This design comes from an exercise in tuning for small area, a short achievable clock period and few clock cycles per item on the open sky130 flow, not from production work. Where RTL was checked, it was by simulation tests only, not by an equivalence proof against the original. Power is estimated from default activity; no workload was simulated.

==> flow/design.v <==
package sbs_pkg;
  localparam int MaxSigLen  = 48;
  localparam int SigRegs    = 6;
  localparam int SigRegW    = 64;
  localparam int LenBits    = 6;
  localparam int OffsetBits = 32;
  localparam int CfgIdxW    = 3;
endpackage
import sbs_pkg::*;
module sbs_cfg (
  input  logic                                clk_i,
  input  logic                                rst_ni,
  input  logic                                cfg_we_i,
  input  logic [sbs_pkg::CfgIdxW-1:0]         cfg_index_i,
  input  logic [sbs_pkg::SigRegW-1:0]         cfg_data_i,
  output logic [sbs_pkg::MaxSigLen-1:0][7:0]  sig_o,      
  output logic [sbs_pkg::SigRegs-1:0]         sig_wr_o,   
  output logic [sbs_pkg::MaxSigLen-1:0]       wild_o,     
  output logic [5:0]                          lm1_hi_o,   
  output logic [7:0]                          lm1_lo_o    
);
  logic [SigRegs-1:0][SigRegW-1:0] sig_q;
  logic [SigRegs-1:0]              sig_wr_q;
  logic [MaxSigLen-1:0]            wild_q;
  logic                            wild_wr_q;
  logic [5:0]                      lm1_hi_q;
  logic [7:0]                      lm1_lo_q;
  logic [LenBits-1:0]              lm1_d;
  always_comb begin
    if (cfg_data_i[LenBits-1:0] == '0) begin
      lm1_d = 6'd0;
    end else if (cfg_data_i[LenBits-1:0] > 6'd48) begin
      lm1_d = 6'd47;
    end else begin
      lm1_d = cfg_data_i[LenBits-1:0] - 6'd1;
    end
  end
  always_ff @(posedge clk_i) begin
    for (int r = 0; r < SigRegs; r++) begin
      if (cfg_we_i && cfg_index_i == 3'(r)) sig_q[r] <= cfg_data_i;
    end
    if (cfg_we_i && cfg_index_i == 3'd6) wild_q <= cfg_data_i[MaxSigLen-1:0];
  end
  always_ff @(posedge clk_i or negedge rst_ni) begin
    if (!rst_ni) begin
      sig_wr_q  <= '0;
      wild_wr_q <= 1'b0;
      lm1_hi_q  <= 6'b000001;
      lm1_lo_q  <= 8'b00000001;
    end else if (cfg_we_i) begin
      for (int r = 0; r < SigRegs; r++) begin
        if (cfg_index_i == 3'(r)) sig_wr_q[r] <= 1'b1;
      end
      if (cfg_index_i == 3'd6) wild_wr_q <= 1'b1;
      if (cfg_index_i == 3'd7) begin
        lm1_hi_q <= 6'b000001 << lm1_d[5:3];
        lm1_lo_q <= 8'b00000001 << lm1_d[2:0];
      end
    end
  end
  assign sig_o    = sig_q;
  assign sig_wr_o = sig_wr_q;
  assign wild_o   = wild_q & {MaxSigLen{wild_wr_q}};
  assign lm1_hi_o = lm1_hi_q;
  assign lm1_lo_o = lm1_lo_q;
endmodule
import sbs_pkg::*;
module sbs_match (
  input  logic                                clk_i,
  input  logic                                rst_ni,
  input  logic                                step_i,      
  input  logic [7:0]                          byte_i,
  input  logic                                last_i,
  input  logic [sbs_pkg::MaxSigLen-1:0][7:0]  sig_i,
  input  logic [sbs_pkg::SigRegs-1:0]         sig_wr_i,
  input  logic [sbs_pkg::MaxSigLen-1:0]       wild_i,
  input  logic [5:0]                          lm1_hi_i,    
  input  logic [7:0]                          lm1_lo_i,    
  output logic                                end_o        
);
  logic [MaxSigLen-1:0]  st_q, st_d, pos_ok;
  logic [5:0]            grp_end;       
  logic                  first_q;       
  logic                  zero_byte;
  assign zero_byte = (byte_i == 8'h00);
  always_comb begin
    for (int j = 0; j < MaxSigLen; j++) begin
      pos_ok[j] = wild_i[j] || (sig_wr_i[j/8] ? (byte_i == sig_i[j]) : zero_byte);
    end
    st_d[0] = pos_ok[0];
    for (int j = 1; j < MaxSigLen; j++) begin
      st_d[j] = pos_ok[j] && st_q[j-1] && !first_q;
    end
  end
  always_ff @(posedge clk_i) begin
    if (step_i) begin
      st_q <= st_d;
    end
  end
  always_ff @(posedge clk_i or negedge rst_ni) begin
    if (!rst_ni) begin
      first_q <= 1'b1;
    end else if (step_i) begin
      first_q <= last_i;
    end
  end
  always_comb begin
    for (int h = 0; h < 6; h++) begin
      grp_end[h] = lm1_hi_i[h] && |(st_q[8*h +: 8] & lm1_lo_i);
    end
  end
  assign end_o = |grp_end;
endmodule
module wildcard_byte_signature_scanner (
  input  logic                           clk_i,
  input  logic                           rst_ni,
  input  logic                           cfg_we_i,
  input  logic [sbs_pkg::CfgIdxW-1:0]    cfg_index_i,
  input  logic [sbs_pkg::SigRegW-1:0]    cfg_data_i,
  input  logic                           in_valid_i,
  output logic                           in_stall_o,
  input  logic [7:0]                     data_byte_i,
  input  logic                           region_last_i,
  output logic                           out_valid_o,
  input  logic                           out_stall_i,
  output logic                           found_o,
  output logic [sbs_pkg::OffsetBits-1:0] match_offset_o
);
  logic [sbs_pkg::MaxSigLen-1:0][7:0] sig;
  logic [sbs_pkg::SigRegs-1:0]        sig_wr;
  logic [sbs_pkg::MaxSigLen-1:0]      wild;
  logic [5:0]                         lm1_hi;
  logic [7:0]                         lm1_lo;
  logic        take;           
  logic        in_valid_q;     
  logic [7:0]  byte_q;
  logic        last_a_q;
  logic        step;           
  logic        held_q;         
  logic        last_q;         
  logic        reported_q;     
  logic        eval;           
  logic        match_end;
  logic        hit;
  logic        produce;
  logic        stall_q;
  logic        in_valid_d;
  logic        held_d;
  logic        out_valid_d;
  logic        out_valid_q;
  logic        found_q;
  assign take = in_valid_i && !stall_q;
  assign eval = held_q && !out_valid_q;
  assign step = in_valid_q && (!held_q || eval);
  sbs_cfg u_cfg (
    .clk_i       (clk_i),
    .rst_ni      (rst_ni),
    .cfg_we_i    (cfg_we_i),
    .cfg_index_i (cfg_index_i),
    .cfg_data_i  (cfg_data_i),
    .sig_o       (sig),
    .sig_wr_o    (sig_wr),
    .wild_o      (wild),
    .lm1_hi_o    (lm1_hi),
    .lm1_lo_o    (lm1_lo)
  );
  sbs_match u_match (
    .clk_i    (clk_i),
    .rst_ni   (rst_ni),
    .step_i   (step),
    .byte_i   (byte_q),
    .last_i   (last_a_q),
    .sig_i    (sig),
    .sig_wr_i (sig_wr),
    .wild_i   (wild),
    .lm1_hi_i (lm1_hi),
    .lm1_lo_i (lm1_lo),
    .end_o    (match_end)
  );
  logic [31:0] ofs_init;       
  logic        sat_next;       
  logic        first_c_q;      
  logic        sat_q;          
  logic [31:0] ofs_q;
  logic        lo_ok, hi_ok;
  always_comb begin
    ofs_init = '0;
    for (int l = 1; l < 8; l++) if (lm1_lo[l]) ofs_init[2:0] = ofs_init[2:0] | 3'(8 - l);
    for (int h = 0; h < 6; h++) begin
      if (lm1_hi[h]) ofs_init[5:3] = ofs_init[5:3] | (lm1_lo[0] ? 3'((8 - h) % 8) : 3'(7 - h));
    end
    ofs_init[31:6] = {26{!(lm1_hi[0] && lm1_lo[0])}};
    lo_ok = 1'b0;
    for (int l = 0; l < 8; l++) begin
      if (lm1_lo[l] && ofs_q[2:0] == 3'((13 - l) % 8)) lo_ok = 1'b1;
    end
    hi_ok = 1'b0;
    for (int h = 0; h < 6; h++) begin
      if (lm1_hi[h] && ofs_q[5:3] == ((lm1_lo[6] || lm1_lo[7]) ? 3'(6 - h) : 3'(7 - h))) hi_ok = 1'b1;
    end
    sat_next = (&ofs_q[31:6]) && lo_ok && hi_ok;
  end
  always_ff @(posedge clk_i) begin
    if (eval) begin
      if (last_q && !hit) begin
        ofs_q <= 32'd0;
      end else if (first_c_q) begin
        ofs_q <= ofs_init;
      end else begin
        ofs_q <= ofs_q + {31'd0, !sat_q};
      end
      sat_q <= !first_c_q && (sat_q || sat_next);
    end
  end
  assign hit         = match_end && !reported_q;
  assign produce     = hit || (last_q && !reported_q);
  assign in_valid_d  = take || (in_valid_q && !step);
  assign held_d      = step || (held_q && !eval);
  assign out_valid_d = eval ? produce : (out_valid_q && out_stall_i);
  always_ff @(posedge clk_i or negedge rst_ni) begin
    if (!rst_ni) begin
      in_valid_q  <= 1'b0;
      held_q      <= 1'b0;
      first_c_q   <= 1'b1;
      reported_q  <= 1'b0;
      out_valid_q <= 1'b0;
      stall_q     <= 1'b0;
    end else begin
      in_valid_q  <= in_valid_d;
      held_q      <= held_d;
      out_valid_q <= out_valid_d;
      stall_q     <= in_valid_d && held_d && out_valid_d;
      if (eval) begin
        first_c_q  <= last_q;
        reported_q <= !last_q && (reported_q || hit);
      end
    end
  end
  always_ff @(posedge clk_i) begin
    if (!stall_q) begin
      byte_q   <= data_byte_i;
      last_a_q <= region_last_i;
    end
    if (step) begin
      last_q <= last_a_q;
    end
    if (eval) begin
      found_q <= hit;
    end
  end
  assign in_stall_o     = stall_q;
  assign out_valid_o    = out_valid_q;
  assign found_o        = found_q;
  assign match_offset_o = ofs_q;
endmodule
clock: 5.5 ns
lec_check: 0
abc_clock_period_in_ps: 2500
cap_margin: 30
core_margin: 2
core_utilization: 60
cts_cluster_diameter: 80
cts_cluster_size: 30
setup_slack_margin: 3.3
slew_margin: 25
standard.sh (not shown) runs the stock make flow with config.mk's settings and CLKGATE_MAP_FILE= SYNTH_SCRIPT=/design/flow/synth_recipe.tcl, a recipe that flattens the netlist after the stock synthesis.
==> flow/flow/run.sh <==
#!/bin/bash
set -euo pipefail
export BUFFER_PORTS_ARGS="-buffer_cell sky130_fd_sc_hd__buf_2"
export CTS_ARGS="-sink_clustering_enable -repair_clock_nets -dont_use_dummy_load -sink_clustering_size 30 -sink_clustering_max_diameter 80"
bash standard.sh > standard_flow.log 2>&1
The starting point finished with timing, DRC and antenna clean.
Edit:
--- a/flow/design.v
+++ b/flow/design.v
@@ -15,5 +15,4 @@
   input  logic [sbs_pkg::SigRegW-1:0]         cfg_data_i,
   output logic [sbs_pkg::MaxSigLen-1:0][7:0]  sig_o,      
-  output logic [sbs_pkg::SigRegs-1:0]         sig_wr_o,   
   output logic [sbs_pkg::MaxSigLen-1:0]       wild_o,     
   output logic [5:0]                          lm1_hi_o,   
@@ -21,7 +20,7 @@
 );
   logic [SigRegs-1:0][SigRegW-1:0] sig_q;
-  logic [SigRegs-1:0]              sig_wr_q;
   logic [MaxSigLen-1:0]            wild_q;
-  logic                            wild_wr_q;
+  logic                            init_q;     
+  logic [SigRegW-1:0]              wdata;
   logic [5:0]                      lm1_hi_q;
   logic [7:0]                      lm1_lo_q;
@@ -36,22 +35,19 @@
     end
   end
+  assign wdata = init_q ? '0 : cfg_data_i;
   always_ff @(posedge clk_i) begin
     for (int r = 0; r < SigRegs; r++) begin
-      if (cfg_we_i && cfg_index_i == 3'(r)) sig_q[r] <= cfg_data_i;
-    end
-    if (cfg_we_i && cfg_index_i == 3'd6) wild_q <= cfg_data_i[MaxSigLen-1:0];
+      if (init_q || (cfg_we_i && cfg_index_i == 3'(r))) sig_q[r] <= wdata;
+    end
+    if (init_q || (cfg_we_i && cfg_index_i == 3'd6)) wild_q <= wdata[MaxSigLen-1:0];
   end
   always_ff @(posedge clk_i or negedge rst_ni) begin
     if (!rst_ni) begin
-      sig_wr_q  <= '0;
-      wild_wr_q <= 1'b0;
+      init_q    <= 1'b1;
       lm1_hi_q  <= 6'b000001;
       lm1_lo_q  <= 8'b00000001;
-    end else if (cfg_we_i) begin
-      for (int r = 0; r < SigRegs; r++) begin
-        if (cfg_index_i == 3'(r)) sig_wr_q[r] <= 1'b1;
-      end
-      if (cfg_index_i == 3'd6) wild_wr_q <= 1'b1;
-      if (cfg_index_i == 3'd7) begin
+    end else begin
+      init_q <= 1'b0;
+      if (cfg_we_i && cfg_index_i == 3'd7) begin
         lm1_hi_q <= 6'b000001 << lm1_d[5:3];
         lm1_lo_q <= 8'b00000001 << lm1_d[2:0];
@@ -60,6 +56,5 @@
   end
   assign sig_o    = sig_q;
-  assign sig_wr_o = sig_wr_q;
-  assign wild_o   = wild_q & {MaxSigLen{wild_wr_q}};
+  assign wild_o   = wild_q;
   assign lm1_hi_o = lm1_hi_q;
   assign lm1_lo_o = lm1_lo_q;
@@ -73,5 +68,4 @@
   input  logic                                last_i,
   input  logic [sbs_pkg::MaxSigLen-1:0][7:0]  sig_i,
-  input  logic [sbs_pkg::SigRegs-1:0]         sig_wr_i,
   input  logic [sbs_pkg::MaxSigLen-1:0]       wild_i,
   input  logic [5:0]                          lm1_hi_i,    
@@ -82,9 +76,7 @@
   logic [5:0]            grp_end;       
   logic                  first_q;       
-  logic                  zero_byte;
-  assign zero_byte = (byte_i == 8'h00);
   always_comb begin
     for (int j = 0; j < MaxSigLen; j++) begin
-      pos_ok[j] = wild_i[j] || (sig_wr_i[j/8] ? (byte_i == sig_i[j]) : zero_byte);
+      pos_ok[j] = wild_i[j] || (byte_i == sig_i[j]);
     end
     st_d[0] = pos_ok[0];
@@ -128,5 +120,4 @@
 );
   logic [sbs_pkg::MaxSigLen-1:0][7:0] sig;
-  logic [sbs_pkg::SigRegs-1:0]        sig_wr;
   logic [sbs_pkg::MaxSigLen-1:0]      wild;
   logic [5:0]                         lm1_hi;
@@ -160,5 +151,4 @@
     .cfg_data_i  (cfg_data_i),
     .sig_o       (sig),
-    .sig_wr_o    (sig_wr),
     .wild_o      (wild),
     .lm1_hi_o    (lm1_hi),
@@ -172,5 +162,4 @@
     .last_i   (last_a_q),
     .sig_i    (sig),
-    .sig_wr_i (sig_wr),
     .wild_i   (wild),
     .lm1_hi_i (lm1_hi),
@@ -179,4 +168,5 @@
   );
   logic [31:0] ofs_init;       
+  logic [31:0] ofs_sat;        
   logic        sat_next;       
   logic        first_c_q;      
@@ -191,4 +181,9 @@
     end
     ofs_init[31:6] = {26{!(lm1_hi[0] && lm1_lo[0])}};
+    ofs_sat = {26'h3ffffff, 6'd0};
+    for (int l = 0; l < 8; l++) if (lm1_lo[l]) ofs_sat[2:0] = ofs_sat[2:0] | 3'((14 - l) % 8);
+    for (int h = 0; h < 6; h++) begin
+      if (lm1_hi[h]) ofs_sat[5:3] = ofs_sat[5:3] | (lm1_lo[7] ? 3'(6 - h) : 3'(7 - h));
+    end
     lo_ok = 1'b0;
     for (int l = 0; l < 8; l++) begin
@@ -207,6 +202,8 @@
       end else if (first_c_q) begin
         ofs_q <= ofs_init;
+      end else if (sat_q) begin
+        ofs_q <= ofs_sat;
       end else begin
-        ofs_q <= ofs_q + {31'd0, !sat_q};
+        ofs_q <= ofs_q + 32'd1;
       end
       sat_q <= !first_c_q && (sat_q || sat_next);
After rerunning:
- The changed run passed the timing, DRC and antenna checks
- die area fell slightly
- cell count fell by a few percent
- routed wire length fell slightly
- design area fell slightly
- flip-flop and latch count fell by 6
- total power rose slightly
- via count fell by a few percent
Testbench counts after the change, summed over its fixed seeds: cycles 52,290, bytes 52,011.
For the first run of this note, only the layout was checked, not whether the RTL still works.

-- re-timing with driven ports --
Ports are ideal in the flow. The routed layouts listed here were re-timed in OpenROAD.
Step 1, drivers: a clkbuf_16 drives clk_i and a buf_2 each remaining input, both assumed.
Step 2 moves the port delays by t, midway between the first and last clock arrival at a register: inputs arrive t later, outputs are due t later. That takes back most of the time a late clock gives input paths.
Slacks: ideal / step 1 / step 2; pairs: ideal / step 1.
run	t (ns)	setup slack, ns	worst register clock-pin slew, ns	cell pins on the clock port's net
the first run	0.629	3.178 / 3.122 / 2.687	0.12 / 0.12	1
the second run	0.639	3.180 / 3.125 / 2.702	0.11 / 0.11	1
After both steps every run listed still meets setup and hold. The setup slack of the first run, which loses most, moves by -0.056 ns with the drivers and by -0.491 ns with both steps.
